Context: an optimization exercise on an open-source flow, tuned for small area, a short achievable clock period and few clock cycles per item. The choices shown serve that exercise and are no tape-out recipe.
In this exercise RTL edits were held to simulation tests only and were not proved equivalent to the original.
Power is estimated from default activity; no workload was simulated.

==> flow/design.v (outline; a module is shown in full before it is edited, if it fits) <==
// module ctrr_bcd2: 16 lines
// module ctrr_year: 149 lines
// module ctrr_ypart: 193 lines
// module ctrr_dm: 101 lines
// module ctrr_wdfin: 78 lines
// module calendar_time_to_rtc_registers_unit: 70 lines
module calendar_time_to_rtc_registers_unit (
    input  wire logic                 i_clk,
    input  wire logic                 i_rst_n,
    input  wire logic                 i_in_valid,
    output logic                      o_in_stall,
    input  wire logic [37:0]          i_in_item,
    output logic                      o_out_valid,
    input  wire logic                 i_out_stall,
    output logic      [41:0]          o_out_item
);
  // ...
==> flow/flow/run.sh <==
#!/bin/bash
# Layout flow: the standard synthesis; then the combinational logic is
# mapped again by ABC (registers, their names and cell types are kept as the
# standard synthesis made them): the cones that drive the outputs with one
# delay target, the rest with another; then the standard layout from
# floorplan to finish, with the settings in params.sh.
set -euo pipefail
F=$(pwd)/flow
R=orfs/results/$FLOW_PLATFORM/calendar_time_to_rtc_registers_unit/base
LIB=$FLOW_HOME/platforms/$FLOW_PLATFORM/lib/sky130_fd_sc_hd__tt_025C_1v80.lib
D_OUT=1200
D_IN=2000
FINISH_ARGS=()
[ -f $F/params.sh ] && source $F/params.sh

bash standard.sh synth > synth.log 2>&1

cp $R/1_2_yosys.v std_1_2_yosys.v
python3 $F/mkcells.py $LIB std_1_2_yosys.v cells.v > mkcells.log 2>&1
sed "s/@D@/$D_OUT/" $F/map.abc.in > map_out.abc
sed "s/@D@/$D_IN/" $F/map.abc.in > map_in.abc
FF=$(grep -o "sky130_fd_sc_hd__[a-z0-9_]*df[a-z0-9_]*" std_1_2_yosys.v | sort -u | sed 's/^/:-/' | tr -d '\n')
ABC="abc -liberty $LIB $(cat $F/du.txt) -constr $F/abc.constr"
yosys -l resynth.log -p "read_verilog cells.v; read_verilog std_1_2_yosys.v; hierarchy -top $FLOW_TOP; flatten; techmap; opt -fast -purge; select -set outc o:o_out_item o:o_in_stall %u o:o_out_valid %u %ci*$FF; select -set outg @outc t:\$_* %i; $ABC -script map_out.abc @outg; select -clear; $ABC -script map_in.abc; opt_clean -purge; hilomap -singleton -hicell sky130_fd_sc_hd__conb_1 HI -locell sky130_fd_sc_hd__conb_1 LO; insbuf -buf sky130_fd_sc_hd__buf_4 A X; splitnets; opt_clean -purge; hierarchy -top $FLOW_TOP; stat -liberty $LIB; write_verilog -noattr -noexpr -nohex -nodec -selected resynth.v" > /dev/null 2>&1
python3 $F/checkregs.py std_1_2_yosys.v resynth.v > checkregs.log 2>&1
cp resynth.v $R/1_2_yosys.v
rm -f $R/1_synth.odb $R/1_synth.sdc
bash standard.sh "${FINISH_ARGS[@]}" finish > finish.log 2>&1
==> flow/flow/abc.constr <==
set_driving_cell sky130_fd_sc_hd__buf_1
set_load 5
==> flow/flow/checkregs.py <==
#!/usr/bin/env python3
"""Fails unless two netlists hold the same register instances (name and cell type)."""
import re, sys
def regs(p):
    r = {}
    for cell, name in re.findall(r'^\s*(sky130_fd_sc_hd__\w*df\w*)\s+(\S+)\s*\(', open(p).read(), re.M):
        r[name] = cell
    return r
a, b = regs(sys.argv[1]), regs(sys.argv[2])
print(len(a), "registers in", sys.argv[1], len(b), "in", sys.argv[2])
if a != b:
    print("MISMATCH", set(a.items()) ^ set(b.items()))
    sys.exit(1)
print("same registers")
==> flow/flow/du.txt <==
 -dont_use sky130_fd_sc_hd__probe_p_8 -dont_use sky130_fd_sc_hd__probec_p_8 -dont_use sky130_fd_sc_hd__lpflow_bleeder_1 -dont_use sky130_fd_sc_hd__lpflow_clkbufkapwr_1 -dont_use sky130_fd_sc_hd__lpflow_clkbufkapwr_16 -dont_use sky130_fd_sc_hd__lpflow_clkbufkapwr_2 -dont_use sky130_fd_sc_hd__lpflow_clkbufkapwr_4 -dont_use sky130_fd_sc_hd__lpflow_clkbufkapwr_8 -dont_use sky130_fd_sc_hd__lpflow_clkinvkapwr_1 -dont_use sky130_fd_sc_hd__lpflow_clkinvkapwr_16 -dont_use sky130_fd_sc_hd__lpflow_clkinvkapwr_2 -dont_use sky130_fd_sc_hd__lpflow_clkinvkapwr_4 -dont_use sky130_fd_sc_hd__lpflow_clkinvkapwr_8 -dont_use sky130_fd_sc_hd__lpflow_decapkapwr_12 -dont_use sky130_fd_sc_hd__lpflow_decapkapwr_3 -dont_use sky130_fd_sc_hd__lpflow_decapkapwr_4 -dont_use sky130_fd_sc_hd__lpflow_decapkapwr_6 -dont_use sky130_fd_sc_hd__lpflow_decapkapwr_8 -dont_use sky130_fd_sc_hd__lpflow_inputiso0n_1 -dont_use sky130_fd_sc_hd__lpflow_inputiso0p_1 -dont_use sky130_fd_sc_hd__lpflow_inputiso1n_1 -dont_use sky130_fd_sc_hd__lpflow_inputiso1p_1 -dont_use sky130_fd_sc_hd__lpflow_inputisolatch_1 -dont_use sky130_fd_sc_hd__lpflow_isobufsrc_1 -dont_use sky130_fd_sc_hd__lpflow_isobufsrc_16 -dont_use sky130_fd_sc_hd__lpflow_isobufsrc_2 -dont_use sky130_fd_sc_hd__lpflow_isobufsrc_4 -dont_use sky130_fd_sc_hd__lpflow_isobufsrc_8 -dont_use sky130_fd_sc_hd__lpflow_isobufsrckapwr_16 -dont_use sky130_fd_sc_hd__lpflow_lsbuf_lh_hl_isowell_tap_1 -dont_use sky130_fd_sc_hd__lpflow_lsbuf_lh_hl_isowell_tap_2 -dont_use sky130_fd_sc_hd__lpflow_lsbuf_lh_hl_isowell_tap_4 -dont_use sky130_fd_sc_hd__lpflow_lsbuf_lh_isowell_4 -dont_use sky130_fd_sc_hd__lpflow_lsbuf_lh_isowell_tap_1 -dont_use sky130_fd_sc_hd__lpflow_lsbuf_lh_isowell_tap_2 -dont_use sky130_fd_sc_hd__lpflow_lsbuf_lh_isowell_tap_4
==> flow/flow/map.abc.in <==
strash
dch -f
if -K 6
mfs2
strash
dch -f
map -D @D@
topo
==> flow/flow/mkcells.py <==
#!/usr/bin/env python3
"""Writes a Verilog model of the liberty's cells used by a netlist: combinational
cells as assigns (from the liberty functions), sequential and function-less cells
as blackboxes. usage: mkcells.py LIB NETLIST OUT"""
import re, sys
lib, net, out = sys.argv[1:4]
used = set(re.findall(r'^\s*(sky130_fd_sc_hd__\w+)\s', open(net).read(), re.M))
text = open(lib).read()
cells = {}
for part in re.split(r'\n\s*cell\s*\(', text)[1:]:
    name = part.split(')')[0].strip().strip('"')
    cells[name] = part
def body_pins(part):
    pins = []
    for m in re.finditer(r'\n\s*pin\s*\(\s*"?(\w+)"?\s*\)\s*\{', part):
        start = m.end(); depth = 1; i = start
        while depth:
            if part[i] == '{': depth += 1
            elif part[i] == '}': depth -= 1
            i += 1
        blk = part[start:i]
        d = re.search(r'direction\s*:\s*"?(\w+)"?', blk)
        f = re.search(r'\n\s*function\s*:\s*"([^"]*)"', blk)
        pins.append((m.group(1), d.group(1) if d else None, f.group(1) if f else None))
    return pins
def vexpr(f):
    f = f.replace('!', '~').replace('+', '|').replace('*', '&')
    f = re.sub(r'\)\s+\(', ')&(', f)
    return f
L = []
for c in sorted(used):
    part = cells[c]
    pins = [p for p in body_pins(part) if p[1] in ('input', 'output')]
    seq = bool(re.search(r'\n\s*(ff|latch|statetable)\s*\(', part))
    outs = [p for p in pins if p[1] == 'output']
    if any(p[2] is None for p in outs):
        seq = True
    ports = ", ".join(p[0] for p in pins)
    if seq:
        L.append("(* blackbox *)")
    L.append(f"module {c} ({ports});")
    for p in pins:
        L.append(f"  {p[1]} {p[0]};")
    if not seq:
        for p in outs:
            L.append(f"  assign {p[0]} = {vexpr(p[2])};")
    L.append("endmodule")
open(out, "w").write("\n".join(L) + "\n")
==> flow/flow/params.sh <==
FINISH_ARGS=(BUFFER_PORTS_ARGS="-buffer_cell sky130_fd_sc_hd__buf_2" SETUP_SLACK_MARGIN=2.6)
==> flow/standard.sh <==
#!/bin/bash
# synth_recipe.tcl (not shown) runs the flow's synth.tcl, then flattens the netlist and writes it again
# the make line also repeats each setting of config.mk as NAME=value (left out here)
make -C /OpenROAD-flow-scripts/flow DESIGN_CONFIG=/design/flow/config.mk WORK_HOME=/design/flow/orfs CLKGATE_MAP_FILE= SYNTH_SCRIPT=/design/flow/synth_recipe.tcl "${@:-finish}"
==> flow/config.mk <==
export PLATFORM = sky130hd
export DESIGN_NAME = calendar_time_to_rtc_registers_unit
export DESIGN_NICKNAME = calendar_time_to_rtc_registers_unit
export VERILOG_FILES = /design/flow/design.v
export SDC_FILE = /design/flow/constraint.sdc
export NUM_CORES = 4
export LEC_CHECK = 0
export CAP_MARGIN = 20
export CORE_MARGIN = 2
export CORE_UTILIZATION = 40
export SLEW_MARGIN = 20
==> flow/constraint.sdc <==
create_clock -name core_clock -period 6.0 [get_ports {i_clk}]
set_input_delay 1.2000 -clock core_clock [delete_from_list [all_inputs] [get_ports {i_clk}]]
set_output_delay 1.2000 -clock core_clock [all_outputs]
set_load 0.01 [all_outputs]
==> results.toml, run 1 <==
[sta]
rsz0062_at_grt = "true"
final-setup-viol-count = 0
layout_min_cycle_time_ns = 3.713

[critical_path]
endpoint = "r_yb[7]"
path_cells = "buf_12 -> nand2_8 -> clkinv_2 -> or2_4 -> o21ai_4 -> nand3_2 -> nand3_4 -> nand2_4 -> nor2_4 -> nor2_4 -> o21ai_2 -> o32a_4 -> o211ai_1 -> buf_4 -> buf_6 -> o21ai_2 -> a31oi_1 -> a211oi_1 -> o211ai_1 -> a32oi_1"
cp_max_fo = 6
r2r_end = "r_day[4]"
startpoint = "i_in_item[32]"
worstPathRequired_ns = 6.13
cpPeakStageDelay_ns = 0.26
path_delay_family = "compound AO/OA/AOI/OAI gates"

[power_and_ir_drop]
p_total_uw = 1530
power_frac_seq = 0.252
p_sw_uw = 663.4
p_sw_frac = 0.4336
top_power_group = "combinational logic"
p_leak_uw = 0.002603
power_clock_uw = 217

[cells_and_area]
final-nonclk-buf-share = 0.1557
final_cells = 949
multi_input_area_mm2 = 0.003518
buffers = 138
layout_common_cells = "nand2_1 (98), clkinv_1 (82), buf_2 (75), nor2_1 (74), buf_4 (43)"
syn_to_final_growth_pct = 54.58

[placement]
place_congestion = 0.9240

[synthesis]
yosysWarnings = 2
synth.cell_area_mm2 = 0.004278
syn_area_per_cell_um2 = 6.375

[grt]
grt_max_degree = 42
grt_pass1_vias = 4965
met2_usage = 0.4100

[job]
max_cap_violations = 0

[clock_tree]
cts_resized = 139
clkLatencyLatePin_ns = 0.29
tritoncts = "built"

[route]
ant_nets = 0
vias = 5392
routed-wl-met3_um = 887
wl_met1_um = 5902
dr.first_iter.drc_count = 446
wirelength_um = 14180

[status]
status = "timing/DRC/antenna clean"
Testbench counts, summed over its fixed seeds: cycles 16,008, items 16,000.
==> inputs of run 2 (changes only) <==
==> flow/flow/params.sh (replaced) <==
FINISH_ARGS=(BUFFER_PORTS_ARGS="-buffer_cell sky130_fd_sc_hd__buf_2" SETUP_SLACK_MARGIN=2.0)
==> run 2 against run 1 <==
Net effect:
- die area is the same
- clock power shrank 14%
- via count shrank 5.4%
- combinational power shrank 21%
- highest routed layer unchanged
- sequential share of layout area grew 3.5 points
- critical path depth is the same
- critical endpoint is now r_yr[1]
- largest cell class unchanged
- still clean
==> results.toml, run 2 <==
[clock_tree]
cts_made_buffers = 5
clk_pin_slew_worst_paths_ns = 0.09
tritoncts = "built"
clockBufferDepth = 2
root_buffer = "clkbuf_8"
ctsHtreeMaxLevel = 2
cts_num_sinks = 42
clkLatencyLatePin_ns = 0.30

[cells_and_area]
fillCellCount = 1008
layout_commonest_cell = "nand2_1"
max_flop_register = "r_yb"
layout-drive-gt1-share = 0.2658
reg_top3 = "r_yb (8), r_min (6), r_sec (6)"
layout_common_cells = "nand2_1 (120), clkinv_1 (92), nor2_1 (84), buf_2 (77), a21oi_1 (52)"
nets = 831
n_antenna_cell = 0
syn_to_final_growth_pct = 30.65
largest_reg_flops = 8

[placement]
port_buffers = 85
dp_hpwl_um = 9221
dpl_worst_slack_ns = 1.006
place_congestion = 0.9748

[job]
max_cap_violations = 0

[route]
ant_nets = 0
drc = 0
first_pass_iters = 5
vias = 5102
wirelength_um = 12680
dr.first_iter.drc_count = 290
wl_per_cell_um = 13.69
routed_via_density = 5.510

[floorplan]
coreArea_mm2 = 0.01037
row_count = 37
dieArea_mm2 = 0.01154
ios = 86
start_util = 0.4125
dieWidth_um = 107.4
die_y_um = 107.4

[power_and_ir_drop]
p_leak_uw = 0.002251
p_per_area_mw_per_mm2 = 233.7
p_total_uw = 1306
worst_ir_drop_vdd_mv = 0.09970

[synthesis]
yosysWarnings = 2
synth.cell_area_mm2 = 0.004278
syn_area_per_cell_um2 = 6.375
netlist_instances = 671
syn-num-nets = 713

[sta]
clock_skew_ns = 0.01227
maxSlewHeadroom = 0.3430
fin_crit_sh = 0.6474
final-setup-viol-count = 0
setup_ws_ns = 2.116
rsz0062_at_grt = "true"
final_max_slew_viol_count = 0
worst_slew_pin_slew_ns = 0.9607
hold_viol = 0
layout_min_cycle_time_ns = 3.884
fin_tns_setup_ns = 0
max_freq_mhz = 257.5

[critical_path]
worstSetupStartpointType = "input port"
end_kind = "register"
crit_type = "in -> reg"
cp_max_fo = 9
worstPathRequired_ns = 6.04
arrival_ns = 3.93

[grt]
met2_usage = 0.3531
grt-busiest-layer = "met2"
grt_antenna_before_repair = 0
grt_max_degree = 23
met3_usage = 0.02421
grt_pass1_wl_um = 19420
grt_usage = 0.2024
grtUsageMet1 = 0.2624
grt_pass1_vias = 4406
grt-ovfl-total = 0

[status]
status = "timing/DRC/antenna clean"

[worst_hold_path]
hp-class = "reg -> reg"
## run 2: cell type report
| type | instances | area, µm² | area share |
|---|---|---|---|
| inverters | 109 | 440.4 | 0.07880 |
| clock buffers | 6 | 82.58 | 0.01478 |
| flip-flops and latches | 42 | 1251 | 0.2239 |
| clock inverters | 2 | 12.51 | 0.002239 |
| multi-input cells | 517 | 2949 | 0.5276 |
| well taps | 136 | 170.2 | 0.03045 |
| repair buffers | 114 | 683.2 | 0.1222 |
## run 2: layer usage
metal	wire, µm	part of all wire
met2	6116	0.48
met4	206	0.016
met1	5608	0.44
met3	746	0.059
met5	0	0
## run 2: through the flow
step / instance area (µm²) / cells / hold slack [ns] / utilization
floorplan: 4278 / 671 / 0.6928 / -
detailed placement: 4871 / 888 / 0.6356 / 0.4697
CTS: 5149 / 906 / 0.6581 / 0.4965
global placement: 4843 / 887 / 0.6308 / 0.4671
global route: 5589 / 926 / 0.6822 / 0.5390
finish: 5589 / 926 / 0.6545 / 0.5390
## run 2: timing repair
item | 4_1_cts | 5_1_grt
pin swaps | 5 | 13
gates resized for setup | 33 | 89
setup endpoints to repair | 8 | 8
buffers inserted | 9 | 19
gates cloned | 1 | 1
hold buffers | 0 | 0
## run 2: worst paths after layout
| kind | slack [ns] | endpoint | cells past startpoint | from |
|---|---|---|---|---|
| max | 2.12 | r_yr[1] | 20 | i_in_item[37] |
| min | 0.65 | r_v | 2 | r_v |
| max reg2reg | 4.39 | r_yb[0] | 3 | r_v |
| min reg2reg | 0.65 | r_v | 2 | r_v |
## run 2: worst max-delay path: stages
cell	delay [ns]
clkbuf_4	0.20
clkinvlp_4	0.16
nand2_1	0.10
nand2_1	0.07
xnor2_1	0.20
a22oi_2	0.11
buf_4	0.17
nor2_2	0.16
clkinv_1	0.17
nor2_2	0.16
nand3_2	0.11
o31ai_4	0.08
a22o_4	0.17
o21ai_0	0.07
a31oi_1	0.23
o21bai_2	0.14
buf_4	0.16
nand3_1	0.07
o2bb2ai_1	0.11
a21oi_1	0.07
## run 2: power by group
part / switching [µW] / internal, µW / total [µW]
Combinational: 445 / 290 / 735
Sequential: 21.9 / 364 / 385
Clock: 93.5 / 92.4 / 186
==> inputs of run 3 (changes only) <==
--- a/flow/flow/run.sh
+++ b/flow/flow/run.sh
@@ -12,2 +12,3 @@
 D_IN=2000
+SIZE=0
 FINISH_ARGS=()
@@ -19,4 +20,9 @@
 python3 $F/mkcells.py $LIB std_1_2_yosys.v cells.v > mkcells.log 2>&1
-sed "s/@D@/$D_OUT/" $F/map.abc.in > map_out.abc
-sed "s/@D@/$D_IN/" $F/map.abc.in > map_in.abc
+mkscript() {  # delay target, output file
+  local sz=""
+  [ "$SIZE" = 1 ] && sz="buffer -p\nupsize -D $1\ndnsize -D $1"
+  sed -e "s/@D@/$1/" -e "s/@SIZE@/$sz/" $F/map.abc.in > $2
+}
+mkscript $D_OUT map_out.abc
+mkscript $D_IN map_in.abc
 FF=$(grep -o "sky130_fd_sc_hd__[a-z0-9_]*df[a-z0-9_]*" std_1_2_yosys.v | sort -u | sed 's/^/:-/' | tr -d '\n')
==> flow/flow/map.abc.in (replaced) <==
strash
dch -f
if -K 6
mfs2
strash
dch -f
map -D @D@
topo
@SIZE@
==> flow/flow/params.sh (replaced) <==
SIZE=1
FINISH_ARGS=(BUFFER_PORTS_ARGS="-buffer_cell sky130_fd_sc_hd__buf_2")
==> run 3 against run 2 <==
Net effect:
- combinational power decreased by 15%
- fmax shrank 2.2%
- hold slack improved by 0.059 ns
- clock skew fell by 0.010 ns
- still clean
- largest power group unchanged
==> results.toml, run 3 <==
[clock_tree]
clk_pin_slew_worst_paths_ns = 0.06
cts_setup_buffers = 0
clockBufferDepth = 2
root_buffer = "clkbuf_16"
ctsHoldBuffers = 0
clkLatencyLatePin_ns = 0.28
cts_resized = 0
cts_num_sinks = 42
tritoncts = "built"
ctsHtreeMaxLevel = 2
cts_made_buffers = 5

[placement]
dp_hpwl_um = 9597
port_buffers = 85
place_congestion = 0.9343

[cells_and_area]
fillCellCount = 1135
reg_top3 = "r_yb (8), r_min (6), r_sec (6)"
layout_commonest_cell = "nand2_1"
nets = 801
syn_to_final_growth_pct = 15.35
utilization = 0.4764
largest_reg_flops = 8
layout-drive-gt1-share = 0.1947
max_flop_register = "r_yb"
n_antenna_cell = 0
layout_common_cells = "nand2_1 (122), inv_1 (94), nor2_1 (94), buf_2 (85), a21oi_1 (54)"

[synthesis]
yosysWarnings = 2
syn-num-nets = 724
netlist_instances = 682
syn_area_per_cell_um2 = 6.623
synth.cell_area_mm2 = 0.004517

[sta]
fin_tns_setup_ns = 0
clock_skew_ns = 0.001961
max_freq_mhz = 251.9
final_max_slew_viol_count = 0
hold_viol = 0
worst_slew_pin_slew_ns = 0.8407
rsz0062_at_grt = "false"
fin_crit_sh = 0.6617
final-setup-viol-count = 0
layout_min_cycle_time_ns = 3.970
maxSlewHeadroom = 0.4250

[route]
vias = 4993
wl_met1_um = 5167
routed_via_density = 5.548
ant_nets = 0
drc = 0
dr.first_iter.drc_count = 375
wl_per_cell_um = 13.46
met2WireLength_um = 5821
wirelength_um = 12120
routed.top_layer = "met4"
first_pass_iters = 7
routed-wl-met3_um = 881

[status]
status = "timing/DRC/antenna clean"

[critical_path]
crit_type = "in -> reg"
cp_max_fo = 11
worstPathRequired_ns = 6.02
arrival_ns = 3.99
end_kind = "register"
worstSetupStartpointType = "input port"

[floorplan]
coreArea_mm2 = 0.01094
start_util = 0.4130
dieWidth_um = 110.3
dieArea_mm2 = 0.01216
row_count = 38
ios = 86
die_y_um = 110.3

[power_and_ir_drop]
worst_ir_drop_vdd_mv = 0.1724
p_sw_frac = 0.4045
combinationalPowerShare = 0.475
p_leak_uw = 0.002418
p_per_area_mw_per_mm2 = 252.4
internal_power_uw = 783.0
p_clk_frac = 0.232
p_sw_uw = 531.8
power_frac_seq = 0.293

[grt]
grt-ovfl-total = 0
grt_pass1_wl_um = 19460
grt_antenna_before_repair = 0
grt_usage = 0.1976
grt_pass1_vias = 4500
grt_max_degree = 27

[worst_hold_path]
hp-class = "reg -> reg"

[job]
max_cap_violations = 0
-- run 3: final timing paths --
| kind | start | slack [ns] | endpoint | depth (start not counted) |
|---|---|---|---|---|
| worst max-delay path | i_in_item[28] | 2.03 | r_yb[7] | 14 |
| worst min-delay path | r_v | 0.71 | r_v | 2 |
| worst max register to register | r_v | 4.49 | r_sec[2] | 3 |
| worst min register to register | r_v | 0.71 | r_v | 2 |
-- run 3: critical path, cell delays in order --
cell      delay, ns
buf_2          0.18
nor2_1         0.25
or2_1          0.17
nand3_1        0.10
nand2_1        0.10
xor2_1         0.67
nand2_1        0.17
o32a_1         0.34
o211ai_2       0.17
inv_1          0.18
a21oi_1        0.16
a21oi_1        0.08
o211ai_1       0.16
a32oi_1        0.08
-- run 3: cell type report --
cell class | instances | area (µm²) | share of cell area
clock inverters | 2 | 37.54 | 0.007205
clock buffers | 6 | 128.9 | 0.02474
multi-input cells | 515 | 2760 | 0.5298
well taps | 140 | 175.2 | 0.03362
flip-flops and latches | 42 | 1251 | 0.2402
inverters | 109 | 411.6 | 0.07901
repair buffers | 86 | 445.4 | 0.08549
-- run 3: metrics by stage --
step | cell area [µm²] | std cells | hold WS [ns] | setup slack (ns) | total power, µW
3_3_place_gp | 5024 | 891 | 0.6690 | 1.776 | 999.3
6_report | 5210 | 900 | 0.7137 | 2.030 | 1315
2_1_floorplan | 4517 | 682 | 0.7280 | 2.301 | 857.7
4_1_cts | 5210 | 900 | 0.7180 | 2.077 | 1320
5_1_grt | 5210 | 900 | 0.7583 | 1.639 | 1420
3_5_place_dp | 5044 | 892 | 0.6978 | 1.783 | 1008
-- run 3: power by group through the flow --
stage	logic, µW	registers [µW]	clock network, µW
floorplan	468	390	0
global placement	610	390	0
detailed placement	618	391	0
CTS	620	385	315
global route	705	389	326
finish	625	385	305
-- run 3: routing by layer --
layer,vias to the layer above,global-route usage
li1,2489,-
met1,2296,0.2357
met2,188,0.3624
met3,20,0.02998
met4,0,0.06250
met5,-,0
==> inputs of run 4 (changes only) <==
==> flow/flow/params.sh (replaced) <==
SIZE=1
FINISH_ARGS=(BUFFER_PORTS_ARGS="-buffer_cell sky130_fd_sc_hd__buf_2" SETUP_SLACK_MARGIN=1.6)
==> run 4 against run 3 <==
Net effect:
- still clean
- sequential power is essentially flat
- synthesized area is the same
- power is the same
- core utilization is the same
- clock skew is the same
- die area is the same
- critical path depth is the same
- fmax is the same
- critical endpoint unchanged
- highest routed layer unchanged
==> results.toml, run 4 <==
[status]
status = "timing/DRC/antenna clean"

[critical_path]
path_cells = "buf_2 -> nor2_1 -> or2_1 -> nand3_1 -> nand2_1 -> xor2_1 -> nand2_1 -> o32a_1 -> o211ai_2 -> inv_1 -> a21oi_1 -> a21oi_1 -> o211ai_1 -> a32oi_1"
worstSetupStartpointType = "input port"
cp.buffers_inverters = 2
arrival_ns = 3.99
cpPeakStageDelay_ns = 0.67
cp_max_fo = 11
end_kind = "register"
slowest_stage = "xor2_1"
crit_type = "in -> reg"
path_delay_family = "compound AO/OA/AOI/OAI gates"
worstPathRequired_ns = 6.02

[cells_and_area]
syn_to_final_growth_pct = 15.35
fillCellCount = 1135
n_antenna_cell = 0
largest_reg_flops = 8
multi_input_area_mm2 = 0.002760
nets = 801
layout-drive-gt1-share = 0.1947
layout_commonest_cell = "nand2_1"
layout_common_cells = "nand2_1 (122), inv_1 (94), nor2_1 (94), buf_2 (85), a21oi_1 (54)"
ff_latch_area_mm2 = 0.001251
reg_top3 = "r_yb (8), r_min (6), r_sec (6)"
utilization = 0.4764
max_flop_register = "r_yb"

[sta]
setup_ws_ns = 2.030
max_freq_mhz = 251.9
rsz0062_at_grt = "false"
maxSlewHeadroom = 0.4250
final-setup-viol-count = 0
clock_skew_ns = 0.001961
hold_viol = 0
layout_min_cycle_time_ns = 3.970
fin_crit_sh = 0.6617
whs_ns = 0.7137
final_max_slew_viol_count = 0
worst_slew_pin_slew_ns = 0.8407
fin_tns_setup_ns = 0

[clock_tree]
ctsHoldBuffers = 0
clkLatencyLatePin_ns = 0.28
root_buffer = "clkbuf_16"
cts_resized = 0
cts_made_buffers = 5
clockBufferDepth = 2
cts_setup_buffers = 0
ctsHtreeMaxLevel = 2
clk_pin_slew_worst_paths_ns = 0.06
cts_num_sinks = 42
tritoncts = "built"

[route]
dr.first_iter.drc_count = 375
vias = 4993
first_pass_iters = 7
drc = 0
routed_via_density = 5.548
wl_per_cell_um = 13.46
wirelength_um = 12120
ant_nets = 0

[floorplan]
dieArea_mm2 = 0.01216
ios = 86
start_util = 0.4130
coreArea_mm2 = 0.01094
dieWidth_um = 110.3
die_y_um = 110.3
row_count = 38

[grt]
grt-ovfl-total = 0
grt_max_degree = 27
grt_antenna_before_repair = 0
grt_pass1_wl_um = 19460
grt_usage = 0.1976
grt_pass1_vias = 4500

[placement]
dp_hpwl_um = 9597
place_congestion = 0.9343
dpl_worst_slack_ns = 1.783
port_buffers = 85

[synthesis]
syn-num-nets = 724
netlist_instances = 682
syn_area_per_cell_um2 = 6.623
yosysWarnings = 2
synth.cell_area_mm2 = 0.004517

[job]
max_cap_violations = 0

[power_and_ir_drop]
worst_ir_drop_vdd_mv = 0.1724
p_leak_uw = 0.002418
p_per_area_mw_per_mm2 = 252.4
p_total_uw = 1315

[worst_hold_path]
hp-class = "reg -> reg"
## run 4: worst min-delay path: stages, from the launching register on
cell and delay [ns]:
dfxtp_1 0.32, and2_1 0.22, o21a_1 0.14
## run 4: area by class of cell
class                           count  area share
Clock buffer                        6     0.02474
Clock inverter                      2    0.007205
Inverter                          109     0.07901
Multi-Input combinational cell    515      0.5298
Sequential cell                    42      0.2402
Tap cell                          140     0.03362
Timing Repair Buffer               86     0.08549
## run 4: report_power, final
part	total (µW)	switching (µW)	internal, µW	leakage (µW)
clock	305	109	196	0.0000771
sequential	385	20.8	364	0.000406
combinational	625	402	223	0.00193
## run 4: metrics by stage
| step | instances | instance area (µm²) |
|---|---|---|
| 6_report | 900 | 5210 |
| 5_1_grt | 900 | 5210 |
| 4_1_cts | 900 | 5210 |
| 3_5_place_dp | 892 | 5044 |
| 3_3_place_gp | 891 | 5024 |
| 2_1_floorplan | 682 | 4517 |
## run 4: final timing paths
kind | startpoint | end | slack (ns) | cells past startpoint
max reg2reg | r_v | r_sec[2] | 4.49 | 3
min reg2reg | r_v | r_v | 0.71 | 2
min | r_v | r_v | 0.71 | 2
max | i_in_item[28] | r_yb[7] | 2.03 | 14
## run 4: layer usage
| layer | wire (µm) | share of wire | global-route usage |
|---|---|---|---|
| met5 | 0 | 0 | 0 |
| met4 | 248 | 0.020 | 0.06250 |
| met3 | 881 | 0.073 | 0.02998 |
| met2 | 5821 | 0.48 | 0.3624 |
| met1 | 5167 | 0.43 | 0.2357 |

-- afterwards: timing with drivers on the ports --
The results above use ideal ports. As a check the final layouts listed here were re-extracted and re-timed, cells and wires unchanged.
Step 1, drivers: a clkbuf_16 drives i_clk and a buf_2 each remaining input, both assumed.
Step 2 adds t to the input delays and takes it off the output delays; t is the mean of the earliest and latest rising clock arrival at the registers after step 1. Input paths then give back, and output paths get back, about the clock's delay inside the block.
a / b / c = ideal / step 1 / step 2; a / b = the first two.
| run | t, ns | setup WS [ns] | worst setup path after step 2 |
|---|---|---|---|
| run 1 | 0.319 | 2.287 / 2.223 / 1.905 | input to register |
| run 2 | 0.321 | 2.116 / 2.119 / 1.798 | input to register |
| run 3 | 0.319 | 2.030 / 2.038 / 1.719 | input to register |
| run 4 | 0.319 | 2.030 / 2.038 / 1.719 | input to register |
After both steps every run listed still meets setup and hold. The setup slack of run 1, which loses most, moves by -0.064 ns with the drivers and by -0.382 ns with both steps.
